This design comes from an exercise in tuning for small area, a short achievable clock period and few clock cycles per item on the open sky130 flow, not from production work. Where RTL was checked, it was by simulation tests only, not by an equivalence proof against the original. The RTL of runs 1 to 5 was laid out without a check of its function. Power and IR drop assume default switching activity.

`flow/config.mk`:
```
export PLATFORM = sky130hd
export DESIGN_NAME = toy_language_char_tokenizer
export DESIGN_NICKNAME = toy_language_char_tokenizer
export VERILOG_FILES = /design/flow/design.v
export SDC_FILE = /design/flow/constraint.sdc
export NUM_CORES = 4
export LEC_CHECK = 0
export ABC_CLOCK_PERIOD_IN_PS = 2200
export CAP_MARGIN = 20
export CORE_MARGIN = 2
export CORE_UTILIZATION = 50
export SETUP_SLACK_MARGIN = 3.3
export SLEW_MARGIN = 20
```
`flow/design.v`:
```
package tlct_pkg;
   localparam logic [4:0] TOK_ASSIGN = 5'd15;
   localparam logic [4:0] TOK_EQUALS = 5'd16;
   localparam logic [4:0] TOK_SYMBOL = 5'd17;
   localparam logic [4:0] TOK_NUMBER = 5'd18;
   localparam logic [4:0] TOK_IF     = 5'd19;
   localparam logic [4:0] TOK_WHILE  = 5'd20;
   localparam logic [4:0] TOK_OUT    = 5'd21;
   localparam logic [4:0] TOK_END    = 5'd22;
   localparam logic [4:0] TOK_ERROR  = 5'd23;
   localparam logic [1:0] KIND_NONE   = 2'd0;
   localparam logic [1:0] KIND_ASSIGN = 2'd1;
   localparam logic [1:0] KIND_SYMBOL = 2'd2;
   localparam logic [1:0] KIND_NUMBER = 2'd3;
endpackage
import tlct_pkg::*;
module toy_language_char_tokenizer
(
   input  logic        clock,
   input  logic        reset,
   input  logic        req_valid,
   output logic        req_stall,
   input  logic [7:0]  req_char_in,
   input  logic        req_end_of_input,
   output logic        rsp_valid,
   input  logic        rsp_stall,
   output logic [4:0]  rsp_token_kind,
   output logic [4:0]  rsp_text_length,
   output logic [63:0] rsp_text_first,
   output logic [63:0] rsp_text_second,
   output logic        rsp_text_overflow,
   output logic        rsp_last_of_run
);
   typedef struct packed {
      logic       c_end;    
      logic       c_op;     
      logic       c_eq;     
      logic       c_let;    
      logic       c_dig;    
      logic       c_f;      
      logic       c_t;
      logic       c_e;
      logic [3:0] op_idx;
   } cls_t;
   function automatic cls_t classify(input logic [7:0] ch, input logic eoi);
      cls_t c;
      c        = '0;
      c.c_op   = 1'b1;
      case (ch)
         "+": c.op_idx = 4'd0;
         "-": c.op_idx = 4'd1;
         "*": c.op_idx = 4'd2;
         "/": c.op_idx = 4'd3;
         "%": c.op_idx = 4'd4;
         "<": c.op_idx = 4'd5;
         ">": c.op_idx = 4'd6;
         "!": c.op_idx = 4'd7;
         "&": c.op_idx = 4'd8;
         "|": c.op_idx = 4'd9;
         "(": c.op_idx = 4'd10;
         ")": c.op_idx = 4'd11;
         "{": c.op_idx = 4'd12;
         "}": c.op_idx = 4'd13;
         ";": c.op_idx = 4'd14;
         default: c.c_op = 1'b0;
      endcase
      c.c_end = eoi;
      c.c_op  = c.c_op & ~eoi;
      c.c_eq  = (ch == "=") & ~eoi;
      c.c_let = (((ch >= "a") && (ch <= "z")) || ((ch >= "A") && (ch <= "Z"))) & ~eoi;
      c.c_dig = (ch >= "0") && (ch <= "9") && !eoi;
      c.c_f   = (ch == "f") && !eoi;
      c.c_t   = (ch == "t") && !eoi;
      c.c_e   = (ch == "e") && !eoi;
      classify = c;
   endfunction
   logic       m_v, k_v;
   logic [7:0] m_ch, k_ch;
   logic       k_eoi;
   cls_t       m_c;
   logic [1:0] pk;
   logic [4:0] plen;
   logic       povf;
   logic [7:0] text_n [16];
   logic       kwp_if, kwp_out, kwp_while;    
   logic        o_v;
   logic [4:0]  o_kind, o_len;
   logic        o_ovf, o_last;
   logic [7:0]  o_b0;
   logic [15:1] o_hide;        
   logic        s_v;
   logic [4:0]  s_kind;
   logic [7:0]  s_b0;
   logic [7:0] text [16];
   for (genvar j = 0; j < 16; j++) begin : g_text_val
      assign text[j] = ~text_n[j];
   end
   logic       is_none, is_asg, is_sym, is_num, ptext;
   logic       c_oth, kw;
   logic       flush, own_v, start, append;
   logic [4:0] own_kind;
   logic [1:0] pk_in;
   assign is_none = (pk == KIND_NONE);
   assign is_asg  = (pk == KIND_ASSIGN);
   assign is_sym  = (pk == KIND_SYMBOL);
   assign is_num  = (pk == KIND_NUMBER);
   assign ptext   = pk[1];
   assign c_oth   = ~(m_c.c_end | m_c.c_op | m_c.c_eq | m_c.c_let | m_c.c_dig);
   assign kw = is_sym & ((kwp_if & m_c.c_f) | (kwp_out & m_c.c_t) | (kwp_while & m_c.c_e));
   assign flush  = ~is_none & (m_c.c_end | m_c.c_op | (m_c.c_eq & ~is_asg)
                               | (m_c.c_let & ~is_sym) | (m_c.c_dig & is_asg));
   assign own_v  = m_c.c_end | m_c.c_op | (m_c.c_eq & is_asg) | (m_c.c_let & kw) | c_oth;
   assign start  = (m_c.c_let & ~is_sym) | (m_c.c_dig & ~ptext);
   assign append = (m_c.c_let & is_sym) | (m_c.c_dig & ptext);
   always_comb begin
      if (m_c.c_end) begin
         own_kind = TOK_END;
      end else if (m_c.c_op) begin
         own_kind = {1'b0, m_c.op_idx};
      end else if (m_c.c_eq) begin
         own_kind = TOK_EQUALS;
      end else if (m_c.c_let) begin
         own_kind = kwp_if ? TOK_IF : (kwp_out ? TOK_OUT : TOK_WHILE);
      end else begin
         own_kind = TOK_ERROR;
      end
   end
   always_comb begin
      pk_in = pk;
      if (m_c.c_end || m_c.c_op || (m_c.c_eq && is_asg) || kw) begin
         pk_in = KIND_NONE;
      end else if (m_c.c_eq) begin
         pk_in = KIND_ASSIGN;
      end else if (m_c.c_let) begin
         pk_in = KIND_SYMBOL;
      end else if (m_c.c_dig && !ptext) begin
         pk_in = KIND_NUMBER;
      end
   end
   logic stay, hz, tok, big, proc;
   assign stay = o_v & rsp_stall;                
   assign hz   = stay & ~o_hide[1];              
   assign tok  = flush | own_v;
   assign big  = (flush & ptext) | (flush & own_v);
   assign proc = m_v & ~hz & ~(stay & s_v & tok) & ~(big & (stay | s_v));
   logic m_free, acc;
   assign m_free    = ~m_v | proc;
   assign acc       = req_valid & ~k_v;
   assign req_stall = k_v;
   always_ff @(posedge clock) begin
      if (reset) begin
         m_v <= 1'b0;
         k_v <= 1'b0;
      end else begin
         if (m_free) begin
            m_v <= k_v | acc;
            k_v <= 1'b0;
         end else if (acc) begin
            k_v <= 1'b1;
         end
      end
   end
   always_ff @(posedge clock) begin
      if (m_free) begin
         m_ch <= k_v ? k_ch : req_char_in;
         m_c  <= k_v ? classify(k_ch, k_eoi) : classify(req_char_in, req_end_of_input);
      end
      if (!m_free && !k_v) begin
         k_ch  <= req_char_in;
         k_eoi <= req_end_of_input;
      end
   end
   always_ff @(posedge clock) begin
      if (reset) begin
         pk <= KIND_NONE;
      end else if (proc) begin
         pk <= pk_in;
      end
   end
   always_ff @(posedge clock) begin
      if (proc) begin
         if (start) begin
            plen      <= 5'd1;
            povf      <= 1'b0;
            kwp_if    <= (m_ch == "i");
            kwp_out   <= 1'b0;
            kwp_while <= 1'b0;
         end else if (append) begin
            if (plen[4]) begin
               povf <= 1'b1;
            end else begin
               plen <= plen + 5'd1;
            end
            kwp_if    <= 1'b0;
            kwp_out   <= (plen == 5'd1) && (text[0] == "o") && (m_ch == "u");
            kwp_while <= (plen == 5'd3) && (text[0] == "w") && (text[1] == "h")
                         && (text[2] == "i") && (m_ch == "l");
         end
      end
   end
   always_ff @(posedge clock) begin
      if (proc && start) begin
         text_n[0] <= ~m_ch;
      end
   end
   for (genvar j = 1; j < 16; j++) begin : g_text
      always_ff @(posedge clock) begin
         if (m_v && append && !hz && plen == 5'(j)) begin
            text_n[j] <= ~m_ch;
         end
      end
   end
   logic [4:0]  t0_kind, t0_len;
   logic        t0_ovf;
   logic [7:0]  t0_b0, own_b0;
   logic [15:1] t0_hide;
   assign own_b0 = c_oth ? m_ch : 8'h00;
   always_comb begin
      t0_kind = own_kind;
      t0_len  = c_oth ? 5'd1 : 5'd0;
      t0_ovf  = 1'b0;
      t0_b0   = own_b0;
      t0_hide = '1;
      if (flush) begin
         t0_kind = is_asg ? TOK_ASSIGN : (is_sym ? TOK_SYMBOL : TOK_NUMBER);
         t0_len  = ptext ? plen : 5'd0;
         t0_ovf  = ptext & povf;
         t0_b0   = ptext ? text[0] : 8'h00;
         for (int j = 1; j < 16; j++) begin
            t0_hide[j] = !(ptext && (plen > 5'(j)));
         end
      end
   end
   logic s_err, new1;
   assign s_err = (s_kind == TOK_ERROR);
   assign new1  = proc & tok;
   always_ff @(posedge clock) begin
      if (reset) begin
         o_v <= 1'b0;
         s_v <= 1'b0;
      end else if (!stay) begin
         if (s_v) begin
            o_v <= 1'b1;
            s_v <= new1;
         end else begin
            o_v <= new1;
            s_v <= proc & flush & own_v;
         end
      end else if (!s_v) begin
         s_v <= new1;
      end
   end
   always_ff @(posedge clock) begin
      if (!stay) begin
         if (s_v) begin
            o_kind <= s_kind;
            o_len  <= s_err ? 5'd1 : 5'd0;
            o_ovf  <= 1'b0;
            o_last <= 1'b1;
            o_b0   <= s_b0;
            o_hide <= '1;
         end else begin
            o_kind <= t0_kind;
            o_len  <= t0_len;
            o_ovf  <= t0_ovf;
            o_last <= ~(flush & own_v);
            o_b0   <= t0_b0;
            o_hide <= t0_hide;
         end
      end
      if (!stay && !s_v) begin
         s_kind <= own_kind;
         s_b0   <= own_b0;
      end else if (!s_v || !stay) begin
         s_kind <= t0_kind;
         s_b0   <= t0_b0;
      end
   end
   assign rsp_valid         = o_v;
   assign rsp_token_kind    = o_kind;
   assign rsp_text_length   = o_len;
   assign rsp_text_overflow = o_ovf;
   assign rsp_last_of_run   = o_last;
   always_comb begin
      rsp_text_first[7:0] = o_b0;
      for (int j = 1; j < 8; j++) begin
         rsp_text_first[8*j +: 8] = ~(text_n[j] | {8{o_hide[j]}});
      end
      for (int j = 0; j < 8; j++) begin
         rsp_text_second[8*j +: 8] = ~(text_n[8+j] | {8{o_hide[8+j]}});
      end
   end
endmodule
```
`flow/run.sh`:
```
#!/bin/bash
# synth_recipe.tcl (not shown) runs the flow's synth.tcl, then flattens the netlist and writes it again
# the make line also repeats each setting of config.mk as NAME=value (left out here)
make -C /OpenROAD-flow-scripts/flow DESIGN_CONFIG=/design/flow/config.mk WORK_HOME=/design/flow/orfs CLKGATE_MAP_FILE= SYNTH_SCRIPT=/design/flow/synth_recipe.tcl finish
```
`flow/constraint.sdc`:
```
create_clock -name core_clock -period 5.5 [get_ports {clock}]
set_input_delay 1.1000 -clock core_clock [delete_from_list [all_inputs] [get_ports {clock}]]
set_output_delay 1.1000 -clock core_clock [all_outputs]
set_load 0.01 [all_outputs]
```
==> summary.txt, run 1 <==
Critical path
  • Crit start category: flop
  • CP max FO: 4
  • Crit Path Class: flop to output port
  • WP data arrival: 1440 ps
  • Worst path cell trace: buf_6 > buf_6 > nor2_2 > buf_2
  • Crit. path cell count: 4
  • Critical Path RT: 4400 ps
  • CP endpoint kind: output port
  • R2R cell count: 10
  • Crit path max-delay family: buffers and inverters
  • CP peak stage delay: 430 ps
  • CP max stage cell: edfxtp_1
  • Crit path top cell by count: buf_6
  • Worst Path Buf+Inv: 3

GRT
  • GRT Residual Overflow: 0
  • GRT Total Usage: 26.30%
  • Largest net degree at the start of global routing: 28
  • First-pass GRT wire length: 40.27 mm
  • Vias in the first global route: 7065
  • Antenna violations before repair: 0

Worst hold path
  • Hold/Removal Path Class: flop to flop
  • Worst Hold Depth: 1

Flow run
  • MaxCap Viol Count: 0

Routing
  • Met1 WL: 10.78 mm
  • Vias: 7377
  • Total wire length: 27.74 mm
  • Initial drt markers: 580
  • Post-route ant nets: 0
  • Avg Vias per Cell: 5.850
  • Routed WL per cell: 22.00 um
  • Drt drc: 0
  • DRT Pass-1 Iters: 5
  • Wire length on met2: 14.82 mm
  • Routed met3 length: 1.487 mm
  • Highest routing layer actually used: met4

Clock network
  • CTS sink cnt: 220
  • Clk slew on worst S/H paths: 70 ps
  • Hold-fix buffers at CTS: 0
  • Maximum root-to-sink buffer count: 3
  • CTS tree: built
  • H-tree levels: 1
  • Num CTS Buffers: 23
  • Clock Latency Late Sink: 510 ps
  • Clock root buffer: clkbuf_16

Status
  • Status: no timing/DRC/antenna violations

Cells and area
  • Final instance area: 13950 sq um
  • Fill cell count: 1189
  • Share of cells above drive strength 1: 47.81%
  • Area delta synth->final: 46.44%
  • Layout Nets: 1030
  • Inserted Diodes: 0

Power and ir drop
  • Clk pwr share: 40.8%
  • Flop pwr share: 48.1%
  • Static Leak: 0.005062 uW
  • Cell-internal power: 3186 uW
  • Sw Pwr: 976.4 uW
  • Combinational share of power: 11.1%
  • Switching share of total power: 23.46%
  • P per Cell Area: 298.4 nW/um^2
  • Worst vdd ir: 0.3448 mV

Die
  • Number of I/O pins: 155
  • Die area: 20170 sq um
  • Die extent in y: 142.0 um
  • Row count: 50
  • CORE AREA: 18710 sq um
  • Die width: 142.0 um
  • Starting Density: 50.92%

STA
  • Final setup violation count: 0
  • Post-layout worst setup margin: 2962 ps
  • Setup TNS: 0 ps
  • Slew Limit Fails: 0
  • RSZ-0062 raised after global routing: yes
  • Min Hold Slack: 531.1 ps
  • Final-report hold violation count: 0
  • Slew headroom: 45.10%
  • Tmin final: 2538 ps
  • Final Cycle Share: 46.15%
  • Worst Max-Slew Pin Slew: 822.5 ps
  • Setup Skew: 13.50 ps
  • Fmax: 0.3940 GHz

Placed design
  • I/O Buffers: 154
  • RD Place Congestion: 0.8950
  • Place WS: 1875 ps
  • Dpl hpwl: 16.51 mm
  • Area of placed instances: 11360 sq um

Yosys
  • Top-area cell type share of the netlist area: 67.47%
  • Synthesized Nets: 785
  • Post-synth ARST share: 0%
  • Synth warnings: 3
  • Most common library cells after synthesis: 214 x edfxtp_1, 164 x nor2_1, 57 x nand2_1
  • Syn avg cell area: 12.45 sq um
  • Area leader, netlist: edfxtp_1
  • Most used DFF post-synth: edfxtp_1
  • Most frequent cell after synthesis: edfxtp_1
  • Netlist cell types: 68
  • Post-synthesis sequential area ratio: 68.73%
  • Post-synth EDFFs: 214
  • #FFs+latches synth: 220
  • Synth area leaders: edfxtp_1 67%, nor2_1 6.5%, o21ai_0 2.6%
  • Mapped Area: 9524 sq um
  • Mapped Cells: 765
==> power by group through the flow <==
| stage | clock (uW) | sequential [uW] | combinational (uW) |
|---|---|---|---|
| finish | 1700 | 2000 | 462 |
| global placement | 0 | 2040 | 341 |
| floorplan | 0 | 2010 | 205 |
| detailed placement | 0 | 2040 | 344 |
| global route | 1780 | 2010 | 491 |
| CTS | 1710 | 2000 | 422 |
==> layout by cell type, fill, tap and decap left out, drive strengths merged, types with 8 or more instances in the layout <==
cell type / netlist / layout
inv: 26 / 26
nor2: 164 / 164
buf: 11 / 249
nand4: 10 / 10
nand2: 57 / 61
o21ai: 61 / 61
mux2: 18 / 18
a21oi: 15 / 15
nor2b: 8 / 8
nor3: 19 / 20
nand3: 8 / 8
clkbuf: 32 / 30
edfxtp: 214 / 214
==> layout make-up <==
class	count	area (sq um)	area share [%]
clock buffers	29	608.1	4.360
clock inverters	13	224.0	1.606
inverters	26	101.3	0.7267
multi-input cells	481	3821	27.40
flip-flops and latches	220	6564	47.06
well taps	234	292.8	2.099
repair buffers	258	2336	16.75
==> final timing paths <==
check	start	end	slack [ps]
hold reg to reg	povf	o_ovf	530
setup reg to reg	pk[1]	text_n[0][1]	3140
setup / recovery	o_hide[9]	rsp_text_second[12]	2960
hold / removal	povf	o_ovf	530
==> sequential cells by signal (all words and copies together), names as in the netlist, 2 cells and up <==
| register | flops |
|---|---|
| plen | 5 |
| pk | 2 |
| o_kind | 5 |
| m_c | 12 |
| k_ch | 8 |
| s_b0 | 8 |
| s_kind | 5 |
| m_ch | 8 |
| o_b0 | 8 |
| o_hide | 15 |
| text_n | 128 |
| o_len | 5 |
==> stage by stage <==
step	utilization, %	cells	power, uW
6_report	74.56	1261	4162
3_5_place_dp	60.71	1111	2381
2_1_floorplan	-	765	2218
3_3_place_gp	60.71	1111	2377
4_1_cts	69.86	1242	4127
5_1_grt	74.56	1261	4281
==> kinds of logic after synthesis <==
logic type                 count (synthesis)  synth area share, %
and+or+nand+nor                          320                15.63
DFF                                      220                68.73
AOI/OAI and AO/OA                        121                8.526
buffers and inverters                     69                3.008
muxes                                     25                2.903
adders and majority gates                  7               0.9196
xor gates and xnor gates                   3               0.2759
==> worst register-to-register path: cells and delay by family (launching register included) <==
family          cells  cell delay [ps]
compound gates      4              670
fa+ha+maj           1              210
buf+inv             4              610
flops               1              370
simple gates        1              200
==> layer usage <==
| metal | GRT usage [%] | vias up |
|---|---|---|
| li1 | - | 3311 |
| met2 | 47.78 | 331 |
| met1 | 33.46 | 3684 |
| met5 | 0 | - |
| met4 | 6.474 | 0 |
| met3 | 3.567 | 51 |
==> timing repair <==
item / in CTS / in global routing
pin swaps: 105 / 53
buffers inserted: 83 / 18
resized for setup: 777 / 193
gates cloned: 6 / 1
endpoints found under the setup margin: 372 / 248
hold endpoints to repair: 0 / 0
==> run 2: changes to the inputs <==
--- a/flow/config.mk
+++ b/flow/config.mk
@@ -10,4 +10,6 @@
 export CORE_MARGIN = 2
 export CORE_UTILIZATION = 50
-export SETUP_SLACK_MARGIN = 3.3
+export CTS_BUF_LIST = sky130_fd_sc_hd__clkbuf_8
+export CTS_CLUSTER_SIZE = 30
+export SETUP_SLACK_MARGIN = 3.0
 export SLEW_MARGIN = 20
==> run 2 against run 1 <==
Still clean on timing, DRC and antenna. Final cell count fell by 1.4%. First-iteration DRC count fell by 1.9%. Count of clock-buffer cells in the layout rose by 9. Clock power fell by 26%. Critical endpoint is now rsp_text_second[46]. Largest cell class unchanged. Largest power group unchanged. Highest routed layer unchanged.
==> summary.txt, run 2 <==
GRT
  • GRT Total Usage: 25.14%
  • Largest net degree at the start of global routing: 28
  • Antenna violations before repair: 0
  • First-pass GRT wire length: 38.52 mm
  • Vias in the first global route: 6964
  • GRT Residual Overflow: 0

Critical path
  • Reg2Reg Setup Slack: 3090 ps
  • Critical Path RT: 4400 ps
  • Reg-to-reg startpoint: pk[1]
  • FF-to-FF End: k_ch[2]
  • WP data arrival: 1560 ps
  • CP endpoint kind: output port
  • R2R cell count: 8
  • Crit Path Class: flop to output port
  • CP max FO: 5
  • Crit start category: flop

Placed design
  • Dpl hpwl: 16.21 mm
  • RD Place Congestion: 0.8694
  • I/O Buffers: 154
  • Inst Count DP: 1111

Worst hold path
  • Worst Hold Depth: 1
  • Hold wc startpoint: s_b0[1]
  • Hold Path Sink: o_b0[1]
  • Hold/Removal Path Class: flop to flop

STA
  • Final Cycle Share: 48.42%
  • Worst Max-Slew Pin Slew: 819.8 ps
  • Final setup violation count: 0
  • Slew Limit Fails: 0
  • Tmin final: 2663 ps
  • Fmax: 0.3755 GHz
  • Slew headroom: 45.29%
  • Setup Skew: 14.62 ps
  • RSZ-0062 raised after global routing: yes
  • Min Hold Slack: 548.3 ps
  • Final-report hold violation count: 0
  • Setup TNS: 0 ps

Yosys
  • Synthesized Nets: 785
  • #FFs+latches synth: 220
  • Mapped Cells: 765
  • Mapped Area: 9524 sq um
  • Most frequent cell after synthesis: edfxtp_1
  • Syn avg cell area: 12.45 sq um
  • Post-synth EDFFs: 214
  • Most common library cells after synthesis: 214 x edfxtp_1, 164 x nor2_1, 57 x nand2_1
  • Post-synthesis sequential area ratio: 68.73%
  • Synth area leaders: edfxtp_1 67%, nor2_1 6.5%, o21ai_0 2.6%
  • Most used DFF post-synth: edfxtp_1
  • Post-synth ARST share: 0%
  • Netlist cell types: 68
  • Synth warnings: 3
  • Area leader, netlist: edfxtp_1
  • Top-area cell type share of the netlist area: 67.47%

Clock network
  • Hold-fix buffers at CTS: 0
  • Clk slew on worst S/H paths: 60 ps
  • Maximum root-to-sink buffer count: 3
  • CTS tree: built
  • CTS sink cnt: 220
  • Clock root buffer: clkbuf_8
  • Clock Latency Late Sink: 520 ps
  • Num CTS Buffers: 36
  • H-tree levels: 2

Power and ir drop
  • P per Cell Area: 284.6 nW/um^2
  • Static Leak: 0.004812 uW
  • PnR Total Power: 3621 uW
  • Worst vdd ir: 0.2129 mV

Die
  • Row count: 50
  • Die area: 20170 sq um
  • Number of I/O pins: 155
  • CORE AREA: 18710 sq um
  • Die extent in y: 142.0 um
  • Starting Density: 50.92%
  • Die width: 142.0 um

Cells and area
  • Layout Nets: 1004
  • Inserted Diodes: 0
  • Fill cell count: 1372
  • Share of cells above drive strength 1: 37.46%
  • Multi-input gate area: 3288 sq um
  • Biggest register: text_n
  • Area delta synth->final: 33.59%
  • Most frequent cells in the layout: 214 x edfxtp_1, 79 x buf_2, 78 x buf_6, 77 x nor2_1, 54 x nand2_1
  • Commonest non-fill, non-tap cell in the layout: edfxtp_1
  • Reg area: 6553 sq um
  • Non-Filler Instances: 1243
  • Largest registers: text_n x128, o_hide x15, m_c x12
  • Core Util, Final: 68.02%
  • Max FFs per register: 128

Routing
  • Post-route ant nets: 0
  • Initial drt markers: 569
  • Drt drc: 0
  • Avg Vias per Cell: 5.706
  • Vias: 7092
  • DRT Pass-1 Iters: 5
  • Total wire length: 25.62 mm
  • Routed WL per cell: 20.61 um

Flow run
  • MaxCap Viol Count: 0

Status
  • Status: no timing/DRC/antenna violations
run 2: cell counts after synthesis:
Identical to the previous run, type by type.
run 2: timing repair:
item                                    CTS  global route
cloned                                    2             0
pin swaps                                57            24
gates resized for setup                 565           160
endpoints found under the setup margin  346           174
buffers inserted                         58             9
run 2: worst max-delay path, cell delays in order (launching register included):
cell,delay [ps]
edfxtp_1,430
buf_6,150
buf_6,120
buf_6,110
nor2_2,100
buf_2,140
run 2: final cells by class:
| type | instances | share of cell area, % |
|---|---|---|
| multi-input combinational | 478 | 25.84 |
| timing repair buffer | 222 | 14.62 |
| clock buffer | 38 | 4.111 |
| clock inverter | 25 | 0.8260 |
| sequential | 220 | 51.50 |
| tap | 234 | 2.301 |
| inverter | 26 | 0.7965 |
run 2: cell families (layout without fill, tap and decap cells):
group | Yosys count | count (layout) | synth area share [%]
buffers and inverters | 69 | 311 | 3.008
AND/OR/NAND/NOR | 320 | 322 | 15.63
multiplexers | 25 | 25 | 2.903
adder cells (fa/ha/maj) | 7 | 7 | 0.9196
flip-flops | 220 | 220 | 68.73
AO/OA/AOI/OAI | 121 | 121 | 8.526
XOR/XNOR | 3 | 3 | 0.2759
run 2: worst max path at each step:
stage	from	endpoint	slack, ps
after global placement	rsp_stall	k_ch[4]	2020
after global routing	o_hide[13]	rsp_text_second[46]	2790
final	o_hide[13]	rsp_text_second[46]	2840
after floorplan	rsp_stall	text_n[10][0]	2890
after CTS	o_hide[10]	rsp_text_second[22]	2820
after detailed placement	rsp_stall	text_n[14][1]	1940
run 2: through the flow:
stage | instance area (sq um) | setup slack, ps
detailed placement | 11290 | 1938
global placement | 11290 | 2022
floorplan | 9633 | 2887
CTS | 12110 | 2817
global route | 12720 | 2788
finish | 12720 | 2837
run 2: per-layer routing:
metal | part of all wire (%) | wire length [um] | GRT usage (%)
met2 | 52 | 13320 | 45.11
met1 | 39 | 10080 | 31.49
met5 | 0 | 0 | 0
met4 | 2.5 | 640 | 7.474
met3 | 6.1 | 1572 | 4.038
run 2: report_power, final:
part | internal, uW | total [uW] | switching [uW]
logic | 128 | 360 | 232
clock network | 639 | 1260 | 619
registers | 1940 | 2000 | 63.0
==> run 3: changes to the inputs <==
==> flow/flow/run.sh (new file) <==
#!/bin/bash
# The standard layout, with plain buffers (not delay cells) on the ports.
set -euo pipefail
bash standard.sh "BUFFER_PORTS_ARGS=-buffer_cell sky130_fd_sc_hd__buf_1" finish > standard_flow.log 2>&1
==> flow/standard.sh (new file) <==
#!/bin/bash
# synth_recipe.tcl (not shown) runs the flow's synth.tcl, then flattens the netlist and writes it again
# the make line also repeats each setting of config.mk as NAME=value (left out here)
make -C /OpenROAD-flow-scripts/flow DESIGN_CONFIG=/design/flow/config.mk WORK_HOME=/design/flow/orfs CLKGATE_MAP_FILE= SYNTH_SCRIPT=/design/flow/synth_recipe.tcl "${@:-finish}"
--- a/flow/config.mk
+++ b/flow/config.mk
@@ -10,6 +10,4 @@
 export CORE_MARGIN = 2
 export CORE_UTILIZATION = 50
-export CTS_BUF_LIST = sky130_fd_sc_hd__clkbuf_8
-export CTS_CLUSTER_SIZE = 30
-export SETUP_SLACK_MARGIN = 3.0
+export SETUP_SLACK_MARGIN = 3.3
 export SLEW_MARGIN = 20
removed: flow/run.sh
==> run 3 against run 2 <==
Hold slack improved by 3.1 ps. First-iteration DRC count down 29%. Maximum frequency grew 8.1%. Power grew 8.8%. Register-to-register slack better by 120 ps. Utilization decreased by 1.8 points. Critical path type unchanged. Critical path depth down 3. Clock power rose by 21%.
==> summary.txt, run 3 <==
STA
  • Final-report hold violation count: 0
  • Worst Max-Slew Pin Slew: 813.9 ps
  • RSZ-0062 raised after global routing: yes
  • Final setup violation count: 0
  • Setup TNS: 0 ps
  • Slew Limit Fails: 0
  • Tmin final: 2464 ps
  • Fmax: 0.4058 GHz
  • Setup Skew: 12.86 ps
  • Slew headroom: 45.68%
  • Final Cycle Share: 44.81%

Routing
  • Vias: 6848
  • Initial drt markers: 406
  • Total wire length: 25.02 mm
  • Routed WL per cell: 20.75 um
  • Post-route ant nets: 0
  • Avg Vias per Cell: 5.678
  • DRT Pass-1 Iters: 4
  • Drt drc: 0

Die
  • CORE AREA: 18710 sq um
  • Die width: 142.0 um
  • Die area: 20170 sq um
  • Row count: 50
  • Die extent in y: 142.0 um
  • Starting Density: 50.92%
  • Number of I/O pins: 155

Critical path
  • CP max FO: 8
  • Crit Path Class: flop to output port
  • R2R cell count: 4
  • WP data arrival: 1360 ps
  • CP endpoint kind: output port
  • Critical Path RT: 4400 ps
  • Crit start category: flop

Flow run
  • MaxCap Viol Count: 0

Yosys
  • Syn avg cell area: 12.45 sq um
  • Synth warnings: 3
  • Synth area leaders: edfxtp_1 67%, nor2_1 6.5%, o21ai_0 2.6%
  • Most used DFF post-synth: edfxtp_1
  • Post-synth ARST share: 0%
  • Top-area cell type share of the netlist area: 67.47%
  • Post-synth EDFFs: 214
  • Post-synthesis sequential area ratio: 68.73%
  • Most frequent cell after synthesis: edfxtp_1
  • Most common library cells after synthesis: 214 x edfxtp_1, 164 x nor2_1, 57 x nand2_1
  • Netlist cell types: 68
  • Area leader, netlist: edfxtp_1
  • Mapped Area: 9524 sq um
  • Synthesized Nets: 785
  • #FFs+latches synth: 220
  • Mapped Cells: 765

Clock network
  • H-tree levels: 1
  • CTS tree: built
  • Num CTS Buffers: 24
  • Clock root buffer: clkbuf_16
  • Clock Latency Late Sink: 500 ps
  • CTS sink cnt: 220
  • Clk slew on worst S/H paths: 60 ps
  • Maximum root-to-sink buffer count: 3

GRT
  • First-pass GRT wire length: 37.50 mm
  • Largest net degree at the start of global routing: 28
  • GRT Residual Overflow: 0
  • Vias in the first global route: 6830
  • GRT Total Usage: 24.24%
  • Antenna violations before repair: 0

Power and ir drop
  • Static Leak: 0.004597 uW
  • Worst vdd ir: 0.2076 mV
  • PnR Total Power: 3939 uW
  • P per Cell Area: 317.8 nW/um^2

Placed design
  • Dpl hpwl: 15.78 mm
  • I/O Buffers: 154
  • RD Place Congestion: 0.8728

Cells and area
  • Area delta synth->final: 30.15%
  • Commonest non-fill, non-tap cell in the layout: edfxtp_1
  • Layout Nets: 977
  • Inserted Diodes: 0
  • Share of cells above drive strength 1: 34.26%
  • Biggest register: text_n
  • Most frequent cells in the layout: 214 x edfxtp_1, 113 x nor2_1, 107 x buf_2, 53 x nand2_1, 47 x o21ai_0
  • Largest registers: text_n x128, o_hide x15, m_c x12
  • Max FFs per register: 128

Status
  • Status: no timing/DRC/antenna violations

Worst hold path
  • Hold/Removal Path Class: flop to flop
  • Worst Hold Depth: 1
run 3: cell counts after synthesis:
Identical to the previous run, type by type.
run 3: kinds of logic after synthesis:
kind of cell	after synthesis	share of synthesized area, %
AOI/OAI and AO/OA	121	8.526
xor gates and xnor gates	3	0.2759
adders and majority gates	7	0.9196
buffers and inverters	69	3.008
DFF	220	68.73
muxes	25	2.903
and+or+nand+nor	320	15.63
run 3: layer usage:
layer | part of all wire [%] | GRT usage [%] | up-vias
met5 | 0 | 0 | -
met4 | 2.9 | 8.053 | 0
met3 | 5.1 | 2.793 | 54
met2 | 52 | 43.53 | 273
met1 | 40 | 30.74 | 3327
li1 | - | - | 3194
run 3: final timing paths:
path	start	endpoint	slack, ps
worst max-delay path	o_hide[5]	rsp_text_first[45]	3040
worst min-delay path	povf	o_ovf	550
worst max register to register	m_v	text_n[10][0]	3210
worst min register to register	povf	o_ovf	550
run 3: through the flow:
step | hold WS [ps] | cells | util [%] | setup WS, ps | instance area [sq um]
after floorplan | 496.7 | 765 | - | 2887 | 9716
after global placement | 526.6 | 1111 | 55.56 | 2323 | 10390
after detailed placement | 544.7 | 1111 | 55.56 | 2292 | 10390
after CTS | 546.8 | 1191 | 63.91 | 3034 | 11960
after global routing | 576.2 | 1206 | 66.27 | 2990 | 12400
final | 551.4 | 1206 | 66.27 | 3036 | 12400
run 3: area by class of cell:
type	count	area, sq um
clock buffer	32	651.9
clock inverter	9	90.09
fill	1412	6310
inverter	26	110.1
multi-input combinational	481	3316
sequential	220	6565
tap	234	292.8
timing repair buffer	204	1370
run 3: what timing repair did:
action / CTS / global route
cloned: 5 / 2
pin swaps: 123 / 17
hold buffers: 0 / 0
setup endpoints to repair: 344 / 218
hold endpoints to repair: 0 / 0
resized for setup: 209 / 69
setup buffers: 34 / 13
run 3: where the power goes:
group / leakage [uW] / switching, uW / internal [uW] / total, uW
Combinational: 0.00216 / 264 / 153 / 417
Clock: 0.000363 / 602 / 918 / 1520
Sequential: 0.00207 / 64.1 / 1940 / 2000
Total: 0.00460 / 930 / 3010 / 3940
run 3: critical path, stage by stage (launching register included):
cell and delay, ps:
edfxtp_1 530, nor2_1 180, buf_2 150
==> run 4: changes to the inputs <==
--- a/flow/config.mk
+++ b/flow/config.mk
@@ -10,4 +10,5 @@
 export CORE_MARGIN = 2
 export CORE_UTILIZATION = 50
+export CTS_BUF_LIST = sky130_fd_sc_hd__clkbuf_4
 export SETUP_SLACK_MARGIN = 3.3
 export SLEW_MARGIN = 20
==> run 4 against run 3 <==
Sequential power barely moved. Maximum frequency shrank 5.2%. Highest routed layer unchanged. First-iteration DRC count rose by 19%. Still clean on timing, DRC and antenna.
==> summary.txt, run 4 <==
Die
  • Die area: 20170 sq um
  • Row count: 50
  • Starting Density: 50.92%
  • Die width: 142.0 um
  • Number of I/O pins: 155
  • Die extent in y: 142.0 um
  • CORE AREA: 18710 sq um

STA
  • Tmin final: 2599 ps
  • Post-layout worst setup margin: 2901 ps
  • Worst Max-Slew Pin Slew: 812.5 ps
  • Slew Limit Fails: 0
  • Setup Skew: 47.13 ps
  • Final setup violation count: 0
  • Final Cycle Share: 47.25%
  • Final-report hold violation count: 0
  • Slew headroom: 45.78%
  • Setup TNS: 0 ps
  • Fmax: 0.3848 GHz
  • RSZ-0062 raised after global routing: yes

Cells and area
  • Layout Nets: 994
  • Final instance area: 12150 sq um
  • Largest registers: text_n x128, o_hide x15, m_c x12
  • Area delta synth->final: 27.60%
  • Max FFs per register: 128
  • Share of cells above drive strength 1: 38.41%
  • Multi-input gate area: 3293 sq um
  • Reg area: 6564 sq um
  • Fill cell count: 1472
  • Most frequent cells in the layout: 214 x edfxtp_1, 112 x nor2_1, 103 x buf_2, 76 x clkbuf_4, 52 x nand2_1
  • Commonest non-fill, non-tap cell in the layout: edfxtp_1
  • Biggest register: text_n

Clock network
  • H-tree levels: 2
  • CTS tree: built
  • Num CTS Buffers: 55
  • Clk slew on worst S/H paths: 70 ps
  • Hold-fix buffers at CTS: 0
  • CTS sink cnt: 220
  • Maximum root-to-sink buffer count: 3
  • Clock root buffer: clkbuf_4
  • Clock Latency Late Sink: 670 ps

GRT
  • Largest net degree at the start of global routing: 28
  • First-pass GRT wire length: 37.80 mm
  • Vias in the first global route: 6946
  • Antenna violations before repair: 2
  • GRT Residual Overflow: 0
  • GRT Total Usage: 24.69%

Critical path
  • Crit path max-delay family: flip-flops
  • CP max stage cell: edfxtp_1
  • WP data arrival: 1500 ps
  • CP max FO: 8
  • Worst path cell trace: nor2_1 > buf_2
  • CP startpoint: o_hide[5]
  • Crit Path Class: flop to output port
  • Reg-to-reg startpoint: m_c[8]
  • R2R cell count: 8
  • CP endpoint kind: output port
  • FF-to-FF End: k_ch[2]
  • Crit. path cell count: 2
  • Reg2Reg Setup Slack: 3220 ps
  • Worst Path Buf+Inv: 1
  • CP peak stage delay: 520 ps
  • Worst setup path endpoint: rsp_text_first[45]
  • Critical Path RT: 4400 ps
  • Crit start category: flop

Routing
  • Routed WL per cell: 20.31 um
  • Post-route ant nets: 0
  • Drt drc: 0
  • Total wire length: 25.19 mm
  • Vias: 6956
  • Avg Vias per Cell: 5.610
  • Initial drt markers: 482
  • DRT Pass-1 Iters: 5

Yosys
  • Mapped Area: 9524 sq um
  • Post-synth EDFFs: 214
  • Synth area leaders: edfxtp_1 67%, nor2_1 6.5%, o21ai_0 2.6%
  • Most used DFF post-synth: edfxtp_1
  • Post-synthesis sequential area ratio: 68.73%
  • Most common library cells after synthesis: 214 x edfxtp_1, 164 x nor2_1, 57 x nand2_1
  • Synthesized Nets: 785
  • Synth warnings: 3
  • Post-synth ARST share: 0%
  • Area leader, netlist: edfxtp_1
  • Netlist cell types: 68
  • Most frequent cell after synthesis: edfxtp_1
  • Mapped Cells: 765
  • Syn avg cell area: 12.45 sq um
  • Top-area cell type share of the netlist area: 67.47%
  • #FFs+latches synth: 220

Worst hold path
  • Hold/Removal Path Class: flop to flop

Power and ir drop
  • Worst vdd ir: 0.1490 mV
  • P per Cell Area: 300.0 nW/um^2
  • Static Leak: 0.004571 uW

Placed design
  • Dpl hpwl: 15.78 mm
  • I/O Buffers: 154
  • Area of placed instances: 10390 sq um
  • Place WS: 2292 ps
  • RD Place Congestion: 0.8728

Status
  • Status: no timing/DRC/antenna violations

Flow run
  • MaxCap Viol Count: 0
==> run 4: cell counts after synthesis <==
Identical to the previous run, type by type.
==> run 4: cell type report <==
type | count | area share [%]
sequential | 220 | 54.01
multi-input combinational | 480 | 27.10
timing repair buffer | 191 | 10.45
clock buffer | 76 | 4.695
tap | 234 | 2.409
inverter | 26 | 0.8648
clock inverter | 12 | 0.4530
antenna | 1 | 0.02059
==> run 4: worst min path at each step <==
stage,from,cells after the start,endpoint,slack (ps)
after CTS,povf,1,o_ovf,540
after global routing,s_b0[1],1,o_b0[1],580
after floorplan,povf,1,o_ovf,500
after detailed placement,s_b0[2],1,o_b0[2],540
final,povf,1,o_ovf,550
after global placement,povf,1,o_ovf,530
==> run 4: worst register-to-register path: stages, from the launching register on <==
cell      delay [ps]
edfxtp_1         460
or3_4            410
o211ai_1         140
nor3_2            70
buf_4            150
buf_4            130
o21a_2           240
nor3_4           230
buf_12           160
==> run 4: cells by family (layout without fill, tap and decap cells) <==
group           count (synthesis)  after routing  share of synthesized area, %
other cells                     0              1                             0
compound gates                121            121                         8.526
mux                            25             25                         2.903
simple gates                  320            324                         15.63
buf+inv                        69            305                         3.008
fa+ha+maj                       7              7                        0.9196
xor+xnor                        3              3                        0.2759
flops                         220            220                         68.73
==> run 4: per-stage QoR <==
stage               std cells  hold slack, ps  utilization [%]  power (uW)
global placement         1111           526.6            55.56        2337
finish                   1240           545.7            64.97        3646
global route             1240           577.3            64.97        3801
floorplan                 765           496.7                -        2218
detailed placement       1111           544.7            55.56        2341
CTS                      1225           542.4            62.90        3638
==> run 4: power breakdown <==
group          internal (uW)  leakage, uW  switching [uW]
clock                    631     0.000372             618
combinational            140      0.00213             255
sequential              1940      0.00207            64.9
total                   2710      0.00457             938
==> run 4: repair_timing <==
action,in CTS,in global routing
pin swaps,122,12
buffers inserted,22,13
resized for setup,213,76
endpoints found under the setup margin,363,257
hold endpoints to repair,0,0
gates cloned,4,1
==> run 4: metal layers <==
metal / global-route usage, % / part of all wire (%) / wire [um]
met5: 0 / 0 / 0
met3: 5.518 / 5.5 / 1389
met1: 30.56 / 40 / 10010
met2: 42.54 / 52 / 13090
met4: 9.474 / 2.8 / 697
==> run 5: changes to the inputs <==
--- a/flow/config.mk
+++ b/flow/config.mk
@@ -11,4 +11,4 @@
 export CORE_UTILIZATION = 50
 export CTS_BUF_LIST = sky130_fd_sc_hd__clkbuf_4
-export SETUP_SLACK_MARGIN = 3.3
+export SETUP_SLACK_MARGIN = 2.8
 export SLEW_MARGIN = 20
==> run 5 against run 4 <==
Combinational power is about 20% lower. Die area stayed put. Critical path type unchanged. Synthesized cell count is the same. Hold slack lost 6.4 ps. Sequential power about the same. First-iteration DRC count shrank 29%. Critical path depth did not move. Final cell count decreased by 1.9%.
==> summary.txt, run 5 <==
Status
  • Status: no timing/DRC/antenna violations

Cells and area
  • Biggest register: text_n
  • Share of cells above drive strength 1: 22.40%
  • Most frequent cells in the layout: 214 x edfxtp_1, 137 x nor2_1, 100 x buf_1, 71 x clkbuf_4, 55 x nand2_1
  • Commonest non-fill, non-tap cell in the layout: edfxtp_1
  • Largest registers: text_n x128, o_hide x15, m_c x12
  • Non-Filler Instances: 1217
  • Max FFs per register: 128
  • Area delta synth->final: 17.52%
  • Layout Nets: 966
  • Final instance area: 11190 sq um

STA
  • Worst Max-Slew Pin Slew: 823.7 ps
  • Slew Limit Fails: 0
  • Fmax: 0.3738 GHz
  • Setup TNS: 0 ps
  • Setup Skew: 57.09 ps
  • Final-report hold violation count: 0
  • Min Hold Slack: 539.2 ps
  • Tmin final: 2675 ps
  • Final Cycle Share: 48.63%
  • Slew headroom: 45.03%
  • RSZ-0062 raised after global routing: yes
  • Final setup violation count: 0

Die
  • Starting Density: 50.92%
  • Die area: 20170 sq um
  • Number of I/O pins: 155
  • Die extent in y: 142.0 um
  • CORE AREA: 18710 sq um
  • Die width: 142.0 um
  • Row count: 50

Routing
  • Drt drc: 0
  • Vias: 6860
  • Total wire length: 23.79 mm
  • Initial drt markers: 343
  • Post-route ant nets: 0
  • DRT Pass-1 Iters: 4
  • Routed WL per cell: 19.54 um
  • Avg Vias per Cell: 5.637

Yosys
  • Most frequent cell after synthesis: edfxtp_1
  • Post-synthesis sequential area ratio: 68.73%
  • Top-area cell type share of the netlist area: 67.47%
  • Post-synth ARST share: 0%
  • Area leader, netlist: edfxtp_1
  • #FFs+latches synth: 220
  • Most used DFF post-synth: edfxtp_1
  • Most common library cells after synthesis: 214 x edfxtp_1, 164 x nor2_1, 57 x nand2_1
  • Synth area leaders: edfxtp_1 67%, nor2_1 6.5%, o21ai_0 2.6%
  • Synth warnings: 3
  • Mapped Area: 9524 sq um
  • Post-synth EDFFs: 214
  • Mapped Cells: 765
  • Syn avg cell area: 12.45 sq um
  • Netlist cell types: 68
  • Synthesized Nets: 785

GRT
  • GRT Residual Overflow: 0
  • First-pass GRT wire length: 35.61 mm
  • Vias in the first global route: 6637
  • GRT Total Usage: 23.28%
  • Largest net degree at the start of global routing: 39
  • Antenna violations before repair: 1

Worst hold path
  • Worst Hold Depth: 2
  • Hold Path Sink: s_v
  • Hold wc startpoint: m_v
  • Hold/Removal Path Class: flop to flop

Flow run
  • MaxCap Viol Count: 0

Placed design
  • RD Place Congestion: 0.9088
  • I/O Buffers: 154
  • Inst Count DP: 1112
  • Area of placed instances: 10290 sq um
  • Dpl hpwl: 15.76 mm

Critical path
  • CP max FO: 8
  • Reg-to-reg startpoint: pk[1]
  • R2R cell count: 7
  • Reg2Reg Setup Slack: 2930 ps
  • Crit start category: flop
  • WP data arrival: 1570 ps
  • CP endpoint kind: output port
  • FF-to-FF End: plen[2]
  • Critical Path RT: 4400 ps
  • Crit Path Class: flop to output port

Clock network
  • CTS tree: built
  • CTS sink cnt: 220
  • Num CTS Buffers: 54
  • Clock Latency Late Sink: 680 ps
  • H-tree levels: 2
  • Hold-fix buffers at CTS: 0
  • Clock root buffer: clkbuf_4
  • Clk slew on worst S/H paths: 70 ps
  • Maximum root-to-sink buffer count: 3

Power and ir drop
  • Static Leak: 0.003890 uW
  • Worst vdd ir: 0.2006 mV
  • P per Cell Area: 317.4 nW/um^2
-- run 5: how the worst max path moves through the flow --
stage,from,to,slack (ps),depth (start not counted)
global route,o_hide[3],rsp_text_first[24],2730,2
global placement,rsp_stall,text_n[15][0],2280,6
floorplan,rsp_stall,text_n[13][0],2820,5
CTS,o_hide[1],rsp_text_first[9],2780,2
finish,o_hide[13],rsp_text_second[45],2830,2
detailed placement,rsp_stall,text_n[14][0],2180,6
-- run 5: cell families (layout without fill, tap and decap cells) --
group,count (synthesis),count (layout),share of synthesized area [%]
other cells,0,1,0
simple gates,320,321,15.63
mux,25,25,2.903
compound gates,121,121,8.526
fa+ha+maj,7,7,0.9196
xor+xnor,3,3,0.2759
buf+inv,69,285,3.008
flops,220,220,68.73
-- run 5: layout make-up --
type | instances | area, sq um
diodes | 1 | 2.502
clock buffers | 71 | 533.0
clock inverters | 21 | 95.09
fillers | 1574 | 7512
inverters | 26 | 101.3
multi-input cells | 477 | 2868
flip-flops and latches | 220 | 6548
well taps | 234 | 292.8
repair buffers | 167 | 753.2
-- run 5: per-stage QoR --
| stage | utilization, % | worst slack, ps | power, uW |
|---|---|---|---|
| 2_1_floorplan | - | 2818 | 2208 |
| 3_3_place_gp | 55.02 | 2285 | 2327 |
| 3_5_place_dp | 55.02 | 2184 | 2332 |
| 4_1_cts | 58.76 | 2777 | 3584 |
| 5_1_grt | 59.84 | 2732 | 3719 |
| 6_report | 59.84 | 2825 | 3553 |
-- run 5: worst max-delay path: stages, from the launching register on --
cell and delay (ps):
edfxtp_1 520, nor2_1 210, buf_1 180
-- run 5: repair_timing --
item / in CTS / in global routing
hold endpoints to repair: 0 / 0
setup endpoints to repair: 74 / 169
pin swaps: 4 / 34
gates cloned: 0 / 1
gates resized for setup: 6 / 94
setup buffers: 4 / 7
-- run 5: report_power, final --
part	leakage (uW)	internal, uW	total (uW)	switching (uW)
Combinational	0.00144	94.3	316	222
Clock	0.000376	604	1240	633
Sequential	0.00207	1940	2000	62.1
Total	0.00389	2640	3550	916
-- run 5: per-layer routing --
metal | share of wire, % | wire length [um] | track usage (%)
met1 | 40 | 9528 | 28.45
met2 | 51 | 12100 | 40.38
met3 | 5.9 | 1412 | 4.812
met4 | 3.1 | 748 | 9.789
met5 | 0 | 0 | 0
==> run 6: changes to the inputs <==
--- a/flow/design.v
+++ b/flow/design.v
@@ -89,7 +89,4 @@
    logic [7:0]  o_b0;
    logic [15:1] o_hide;        
-   logic        s_v;
-   logic [4:0]  s_kind;
-   logic [7:0]  s_b0;
    logic [7:0] text [16];
    for (genvar j = 0; j < 16; j++) begin : g_text_val
@@ -138,12 +135,17 @@
       end
    end
-   logic stay, hz, tok, big, proc;
-   assign stay = o_v & rsp_stall;                
-   assign hz   = stay & ~o_hide[1];              
-   assign tok  = flush | own_v;
-   assign big  = (flush & ptext) | (flush & own_v);
-   assign proc = m_v & ~hz & ~(stay & s_v & tok) & ~(big & (stay | s_v));
+   logic stay, hz, tok, step, split, proc;
+   assign stay  = o_v & rsp_stall;               
+   assign hz    = stay & ~o_hide[1];             
+   assign tok   = flush | own_v;
+   assign split = flush & own_v;
+   assign step = m_v & ~hz & ~(stay & tok);
+   assign proc = step & ~split;
    logic m_free, acc;
+   logic [7:0] in_ch;
+   logic       in_eoi;
    assign m_free    = ~m_v | proc;
+   assign in_ch     = k_v ? k_ch : req_char_in;
+   assign in_eoi    = k_v ? k_eoi : req_end_of_input;
    assign acc       = req_valid & ~k_v;
    assign req_stall = k_v;
@@ -163,6 +165,6 @@
    always_ff @(posedge clock) begin
       if (m_free) begin
-         m_ch <= k_v ? k_ch : req_char_in;
-         m_c  <= k_v ? classify(k_ch, k_eoi) : classify(req_char_in, req_end_of_input);
+         m_ch <= in_ch;
+         m_c  <= classify(in_ch, in_eoi);
       end
       if (!m_free && !k_v) begin
@@ -174,6 +176,6 @@
       if (reset) begin
          pk <= KIND_NONE;
-      end else if (proc) begin
-         pk <= pk_in;
+      end else if (step) begin
+         pk <= split ? KIND_NONE : pk_in;
       end
    end
@@ -200,5 +202,5 @@
    end
    always_ff @(posedge clock) begin
-      if (proc && start) begin
+      if (m_v && start && (!is_num || !stay)) begin
          text_n[0] <= ~m_ch;
       end
@@ -232,47 +234,19 @@
       end
    end
-   logic s_err, new1;
-   assign s_err = (s_kind == TOK_ERROR);
-   assign new1  = proc & tok;
    always_ff @(posedge clock) begin
       if (reset) begin
          o_v <= 1'b0;
-         s_v <= 1'b0;
       end else if (!stay) begin
-         if (s_v) begin
-            o_v <= 1'b1;
-            s_v <= new1;
-         end else begin
-            o_v <= new1;
-            s_v <= proc & flush & own_v;
-         end
-      end else if (!s_v) begin
-         s_v <= new1;
+         o_v <= step & tok;
       end
    end
    always_ff @(posedge clock) begin
       if (!stay) begin
-         if (s_v) begin
-            o_kind <= s_kind;
-            o_len  <= s_err ? 5'd1 : 5'd0;
-            o_ovf  <= 1'b0;
-            o_last <= 1'b1;
-            o_b0   <= s_b0;
-            o_hide <= '1;
-         end else begin
-            o_kind <= t0_kind;
-            o_len  <= t0_len;
-            o_ovf  <= t0_ovf;
-            o_last <= ~(flush & own_v);
-            o_b0   <= t0_b0;
-            o_hide <= t0_hide;
-         end
-      end
-      if (!stay && !s_v) begin
-         s_kind <= own_kind;
-         s_b0   <= own_b0;
-      end else if (!s_v || !stay) begin
-         s_kind <= t0_kind;
-         s_b0   <= t0_b0;
+         o_kind <= t0_kind;
+         o_len  <= t0_len;
+         o_ovf  <= t0_ovf;
+         o_last <= ~split;
+         o_b0   <= t0_b0;
+         o_hide <= t0_hide;
       end
    end
--- a/flow/config.mk
+++ b/flow/config.mk
@@ -10,5 +10,4 @@
 export CORE_MARGIN = 2
 export CORE_UTILIZATION = 50
-export CTS_BUF_LIST = sky130_fd_sc_hd__clkbuf_4
-export SETUP_SLACK_MARGIN = 2.8
+export SETUP_SLACK_MARGIN = 2.0
 export SLEW_MARGIN = 20
==> run 6 against run 5 <==
Still clean on timing, DRC and antenna. First-iteration DRC count increased by 43%. Maximum frequency is 18% lower. Clock skew decreased by 42 ps. Power fell by 4.2%. Utilization grew 0.37 points. Clock power increased by 21%. Sequential power is 11% lower. Critical path depth grew 5. Flip-flop and latch count decreased by 14. Critical endpoint is now k_ch[1].
==> summary.txt, run 6 <==
Status
  • Status: no timing/DRC/antenna violations

Routing
  • Drt drc: 0
  • Avg Vias per Cell: 5.548
  • DRT Pass-1 Iters: 6
  • Vias: 5687
  • Initial drt markers: 489
  • Total wire length: 20.06 mm
  • Routed WL per cell: 19.57 um
  • Post-route ant nets: 0

Yosys
  • Synth area leaders: edfxtp_1 72%, nor2_1 6.7%, nand2_1 1.6%
  • Syn avg cell area: 13.13 sq um
  • Area leader, netlist: edfxtp_1
  • Mapped Area: 8441 sq um
  • Top-area cell type share of the netlist area: 71.51%
  • Netlist cell types: 67
  • #FFs+latches synth: 206
  • Synthesized Nets: 663
  • Post-synthesis sequential area ratio: 72.69%
  • Post-synth EDFFs: 201
  • Mapped Cells: 643
  • Most used DFF post-synth: edfxtp_1
  • Post-synth ARST share: 0%
  • Synth warnings: 3
  • Most common library cells after synthesis: 201 x edfxtp_1, 150 x nor2_1, 37 x nand2_1
  • Most frequent cell after synthesis: edfxtp_1

STA
  • Final setup violation count: 0
  • Tmin final: 3244 ps
  • Min Hold Slack: 567.9 ps
  • Fmax: 0.3083 GHz
  • Final-report hold violation count: 0
  • Final Cycle Share: 58.97%
  • Slew headroom: 31.51%
  • Setup TNS: 0 ps
  • RSZ-0062 raised after global routing: no
  • Slew Limit Fails: 0
  • Worst Max-Slew Pin Slew: 1019 ps
  • Setup Skew: 14.97 ps

Critical path
  • Crit Path Class: flop to flop
  • Critical Path RT: 5650 ps
  • CP max stage cell: a41oi_2
  • CP endpoint kind: flop
  • Worst setup path endpoint: k_ch[1]
  • WP data arrival: 3390 ps
  • CP peak stage delay: 570 ps
  • CP startpoint: pk[1]
  • FF-to-FF End: k_ch[1]
  • Reg2Reg Setup Slack: 2260 ps
  • Reg-to-reg startpoint: pk[1]
  • Crit start category: flop
  • Worst path cell trace: inv_1 > ha_1 > nand2b_1 > a41oi_2 > a21boi_1 > or3b_4 > nor2_2
  • R2R cell count: 7
  • CP max FO: 23

GRT
  • First-pass GRT wire length: 30.91 mm
  • Vias in the first global route: 5420
  • GRT Total Usage: 22.42%
  • Antenna violations before repair: 0
  • Largest net degree at the start of global routing: 39
  • GRT Residual Overflow: 0

Cells and area
  • Area delta synth->final: 17.88%
  • Biggest register: text_n
  • Final instance area: 9950 sq um
  • Layout Nets: 811
  • Fill cell count: 1386
  • Max FFs per register: 128
  • Largest registers: text_n x128, o_hide x15, m_c x12
  • Commonest non-fill, non-tap cell in the layout: edfxtp_1
  • Share of cells above drive strength 1: 6.957%
  • Most frequent cells in the layout: 201 x edfxtp_1, 154 x buf_1, 149 x nor2_1, 36 x nand2_1
  • Non-Filler Instances: 1025
  • Inserted Diodes: 0
  • Core Util, Final: 60.21%

Clock network
  • CTS sink cnt: 206
  • Num CTS Buffers: 22
  • CTS tree: built
  • H-tree levels: 1
  • Hold-fix buffers at CTS: 0
  • Clock root buffer: clkbuf_16
  • Maximum root-to-sink buffer count: 3
  • Clk slew on worst S/H paths: 70 ps
  • Total setup buffers inserted after CTS: 0
  • Clock Latency Late Sink: 500 ps

Flow run
  • MaxCap Viol Count: 0

Die
  • Starting Density: 51.08%
  • Row count: 47
  • Die width: 133.9 um
  • CORE AREA: 16520 sq um
  • Die area: 17940 sq um
  • Die extent in y: 133.9 um
  • Number of I/O pins: 155

Worst hold path
  • Hold wc startpoint: m_c[3]
  • Hold/Removal Path Class: flop to flop

Power and ir drop
  • Worst vdd ir: 0.2630 mV
  • P per Cell Area: 342.0 nW/um^2
  • Static Leak: 0.003255 uW

Placed design
  • I/O Buffers: 154
  • Inst Count DP: 987
  • Area of placed instances: 9185 sq um
  • RD Place Congestion: 0.8365
  • Dpl hpwl: 13.65 mm
==> run 6: cell types whose count changed in the layout (fill, tap and decap cells not counted), moves of 13 or more <==
cell | previous run | this run
nor2_2 | 22 | 1
nand2_1 | 55 | 36
mux2_2 | 18 | 5
buf_1 | 100 | 154
clkbuf_4 | 71 | 0
clkbuf_2 | 41 | 0
edfxtp_1 | 214 | 201
clkbuf_16 | 0 | 22
o21ai_0 | 50 | 26
buf_2 | 14 | 0
==> run 6: where the power goes <==
part	internal, uW	switching, uW
Clock	922	583
Combinational	32.7	93.0
Sequential	1750	19.4
Total	2710	695
==> run 6: worst min-delay path by stage <==
stage	cells past startpoint	end	slack [ps]
after detailed placement	2	o_kind[3]	550
after floorplan	2	o_kind[3]	500
after global routing	2	pk[0]	610
after CTS	1	o_ovf	570
after global placement	2	pk[0]	540
final	2	o_kind[3]	570
==> run 6: through the flow <==
step / worst slack, ps / power, uW
floorplan: 2038 / 1871
global placement: 1862 / 1930
detailed placement: 1726 / 1930
CTS: 2069 / 3430
global route: 2034 / 3509
finish: 2256 / 3403
==> run 6: what timing repair did <==
item	4_1_cts	5_1_grt
endpoints found under the hold margin	0	0
endpoints found under the setup margin	9	9
gates resized for setup	1	1
==> run 6: cell type report <==
cell class              instances  area [sq um]  area share, %
clock buffers                  24         558.0          5.609
clock inverters                14         186.4          1.874
inverters                      26         97.59         0.9809
multi-input cells             379          2103          21.14
flip-flops and latches        206          6136          61.67
well taps                     220         275.3          2.767
repair buffers                156         593.1          5.961
==> run 6: per-layer routing <==
metal | GRT usage, % | part of all wire, % | vias up
met5 | 0 | 0 | -
met2 | 36.78 | 48 | 255
li1 | - | - | 2660
met4 | 6.678 | 1.8 | 0
met1 | 31.05 | 43 | 2746
met3 | 3.855 | 6.9 | 26
==> run 6: cells by family (layout without fill, tap and decap cells) <==
| logic type | Yosys count | count (layout) | synth area share [%] |
|---|---|---|---|
| buffers and inverters | 58 | 220 | 2.728 |
| multiplexers | 6 | 6 | 0.7856 |
| AND/OR/NAND/NOR | 273 | 273 | 15.03 |
| adder cells (fa/ha/maj) | 7 | 7 | 1.038 |
| XOR/XNOR | 2 | 2 | 0.2076 |
| AO/OA/AOI/OAI | 91 | 91 | 7.515 |
| flip-flops | 206 | 206 | 72.69 |
==> run 6: worst max-delay path: cells and delay by family, from the launching register on <==
kind	cells	cell delay, ps
AO/OA/AOI/OAI	2	740
adder cells (fa/ha/maj)	1	270
buffers and inverters	1	150
flip-flops	1	540
AND/OR/NAND/NOR	3	1180
Testbench counts of run 6, summed over its fixed seeds: cycles 25,216, items 24,000.
==> run 7: changes to the inputs <==
--- a/flow/config.mk
+++ b/flow/config.mk
@@ -10,4 +10,4 @@
 export CORE_MARGIN = 2
 export CORE_UTILIZATION = 50
-export SETUP_SLACK_MARGIN = 2.0
+export SETUP_SLACK_MARGIN = 3.1
 export SLEW_MARGIN = 20
==> run 7 against run 6 <==
Critical path depth fell by 5. Via count rose by 2.4%. Hold slack improved by 5.2 ps. Still clean. Critical path type is now flop to output port.
==> summary.txt, run 7 <==
Yosys
  • Post-synth ARST share: 0%
  • Synth warnings: 3
  • Post-synthesis sequential area ratio: 72.69%
  • Adder-Cell Fraction of Synth Area: 1.038%
  • Xor/xnor share of the synthesized area: 0.2075%
  • Most common library cells after synthesis: 201 x edfxtp_1, 150 x nor2_1, 37 x nand2_1
  • Post-synth EDFFs: 201
  • Most frequent cell after synthesis: edfxtp_1
  • Multiplexer share of the synthesized area: 0.7857%
  • Mapped Cells: 643
  • Syn avg cell area: 13.13 sq um
  • Synthesized Nets: 663
  • Most used DFF post-synth: edfxtp_1
  • Largest family of logic cells by synthesized area: simple AND/OR/NAND/NOR gates
  • Synth area leaders: edfxtp_1 72%, nor2_1 6.7%, nand2_1 1.6%
  • #FFs+latches synth: 206
  • Post-synthesis simple-gate area fraction: 15.03%
  • Compound-cell area share of the yosys netlist: 7.516%
  • Top-area cell type share of the netlist area: 71.51%
  • Area leader, netlist: edfxtp_1
  • Mapped Area: 8441 sq um
  • Netlist cell types: 67

STA
  • Final Cycle Share: 44.88%
  • Tmin final: 2468 ps
  • Fmax: 0.4051 GHz
  • Final setup violation count: 0
  • Slew headroom: 47.92%
  • Worst Max-Slew Pin Slew: 780.3 ps
  • Setup TNS: 0 ps
  • Final-report hold violation count: 0
  • Min Hold Slack: 573.2 ps
  • Slew Limit Fails: 0
  • Setup Skew: 10.25 ps
  • Post-layout worst setup margin: 3032 ps
  • RSZ-0062 raised after global routing: yes

Placed design
  • I/O Buffers: 154
  • RD Place Congestion: 0.8403
  • Dpl hpwl: 13.98 mm
  • Inst Count DP: 986
  • Place WS: 2414 ps

Clock network
  • H-tree levels: 1
  • Maximum root-to-sink buffer count: 3
  • CTS sink cnt: 206
  • Clk slew on worst S/H paths: 60 ps
  • Clock Latency Late Sink: 490 ps
  • Clock root buffer: clkbuf_16
  • CTS tree: built
  • Hold-fix buffers at CTS: 0
  • Num CTS Buffers: 22

Routing
  • Post-route ant nets: 0
  • Initial drt markers: 399
  • Total wire length: 21.32 mm
  • Avg Vias per Cell: 5.554
  • DRT Pass-1 Iters: 5
  • Vias: 5826
  • Routed WL per cell: 20.32 um
  • Drt drc: 0

Critical path
  • CP max stage cell: edfxtp_1
  • CP max FO: 8
  • CP endpoint kind: output port
  • Worst path cell trace: nor2_1 > buf_1
  • CP peak stage delay: 510 ps
  • WP data arrival: 1370 ps
  • Crit Path Class: flop to output port
  • Critical Path RT: 4400 ps
  • Crit start category: flop

Die
  • Die extent in y: 133.9 um
  • CORE AREA: 16520 sq um
  • Starting Density: 51.08%
  • Die area: 17940 sq um
  • Number of I/O pins: 155
  • Die width: 133.9 um
  • Row count: 47

Status
  • Status: no timing/DRC/antenna violations

Worst hold path
  • Hold/Removal Path Class: flop to flop

Flow run
  • MaxCap Viol Count: 0

GRT
  • Vias in the first global route: 5642
  • GRT Residual Overflow: 0
  • Largest net degree at the start of global routing: 33
  • GRT Total Usage: 23.54%
  • Antenna violations before repair: 0
  • First-pass GRT wire length: 32.32 mm

Cells and area
  • Area delta synth->final: 24.53%
  • Layout Nets: 834
  • Max FFs per register: 128
  • Biggest register: text_n
  • Inserted Diodes: 0
  • Largest registers: text_n x128, o_hide x15, m_c x12
  • Most frequent cells in the layout: 201 x edfxtp_1, 134 x nor2_1, 113 x buf_2, 39 x buf_1, 35 x nand2_1
  • Non-Filler Instances: 1049
  • Commonest non-fill, non-tap cell in the layout: edfxtp_1
  • Share of cells above drive strength 1: 27.86%

Power and ir drop
  • PnR Total Power: 3347 uW
  • Static Leak: 0.004013 uW
  • Worst vdd ir: 0.2375 mV
  • P per Cell Area: 318.4 nW/um^2
-- run 7: final timing paths --
path	start	to	slack (ps)	depth (start not counted)
hold / removal	m_c[3]	o_kind[3]	570	2
hold reg to reg	m_c[3]	o_kind[3]	570	2
setup / recovery	o_hide[10]	rsp_text_second[23]	3030	2
setup reg to reg	pk[1]	k_ch[3]	3170	7
-- run 7: through the flow --
stage | area, sq um | utilization (%)
floorplan | 8607 | -
global placement | 9334 | 56.49
detailed placement | 9334 | 56.49
CTS | 10360 | 62.69
global route | 10510 | 63.61
finish | 10510 | 63.61
-- run 7: kinds of logic (layout without fill, tap and decap cells) --
kind of cell / after synthesis / in the layout
buffers and inverters: 58 / 241
flip-flops: 206 / 206
adder cells (fa/ha/maj): 7 / 7
AO/OA/AOI/OAI: 91 / 91
multiplexers: 6 / 6
XOR/XNOR: 2 / 2
AND/OR/NAND/NOR: 273 / 276
-- run 7: final cells by class --
type                    count  area (sq um)
flip-flops and latches    206          6145
repair buffers            176         920.9
multi-input cells         382          2364
inverters                  26         97.59
fillers                  1310          6013
clock buffers              25         583.1
clock inverters            14         126.4
well taps                 220         275.3
-- run 7: power by group --
group | internal [uW] | switching [uW]
logic | 37.5 | 99.9
registers | 1750 | 21.6
clock network | 855 | 581
-- run 7: critical path: cells and delay by family (launching register included) --
kind          cells  cell delay [ps]
simple gates      1              210
buf+inv           1              170
flops             1              510
-- run 7: metal layers --
metal,part of all wire [%],track usage [%],vias up
li1,-,-,2720
met1,39,29.44,2833
met2,52,42.05,225
met3,5.9,3.137,48
met4,3.1,8.629,0
met5,0,0,-
-- run 7: timing repair --
| action | CTS | global route |
|---|---|---|
| pin swaps | 56 | 61 |
| setup endpoints to repair | 252 | 220 |
| gates resized for setup | 121 | 34 |
| buffers inserted | 13 | 8 |
| cloned | 3 | 0 |

-- port drivers added, routing unchanged --
The results above use ideal ports. As a check the final layouts listed here were re-extracted and re-timed, cells and wires unchanged.
Step 1 (the two cells are an assumption about what drives the block):
set clk [get_ports {clock}]
set_driving_cell -lib_cell sky130_fd_sc_hd__clkbuf_16 $clk
set_driving_cell -lib_cell sky130_fd_sc_hd__buf_2 [delete_from_list [all_inputs] $clk]
Step 2 adds t to the input delays and takes it off the output delays; t is the mean of the earliest and latest rising clock arrival at the registers after step 1. Input paths then give back, and output paths get back, about the clock's delay inside the block.
Three values: ideal, step 1, step 2; two values: the first two.
run | t, ns | slack for setup (ns) | worst setup path after step 2 | worst register clock-pin slew, ns | worst data-port slew with drivers (ns)
run 1 | 0.552 | 2.962 / 2.911 / 2.617 | input to register | 0.07 / 0.07 | 0.05
run 2 | 0.548 | 2.837 / 2.798 / 2.509 | input to register | 0.07 / 0.07 | 0.03
run 3 | 0.546 | 3.036 / 2.988 / 2.793 | input to register | 0.06 / 0.06 | 0.05
run 4 | 0.678 | 2.901 / 2.864 / 2.503 | input to register | 0.07 / 0.07 | 0.03
run 5 | 0.683 | 2.825 / 2.790 / 2.249 | input to register | 0.07 / 0.07 | 0.04
run 6 | 0.540 | 2.256 / 2.256 / 1.970 | input to register | 0.07 / 0.07 | 0.03
run 7 | 0.530 | 3.032 / 2.990 / 2.615 | input to register | 0.06 / 0.06 | 0.03
After both steps setup and hold are still met in every run listed. For run 5, which loses most, drivers alone change the setup slack by -0.035 ns; drivers and shift together by -0.576 ns.
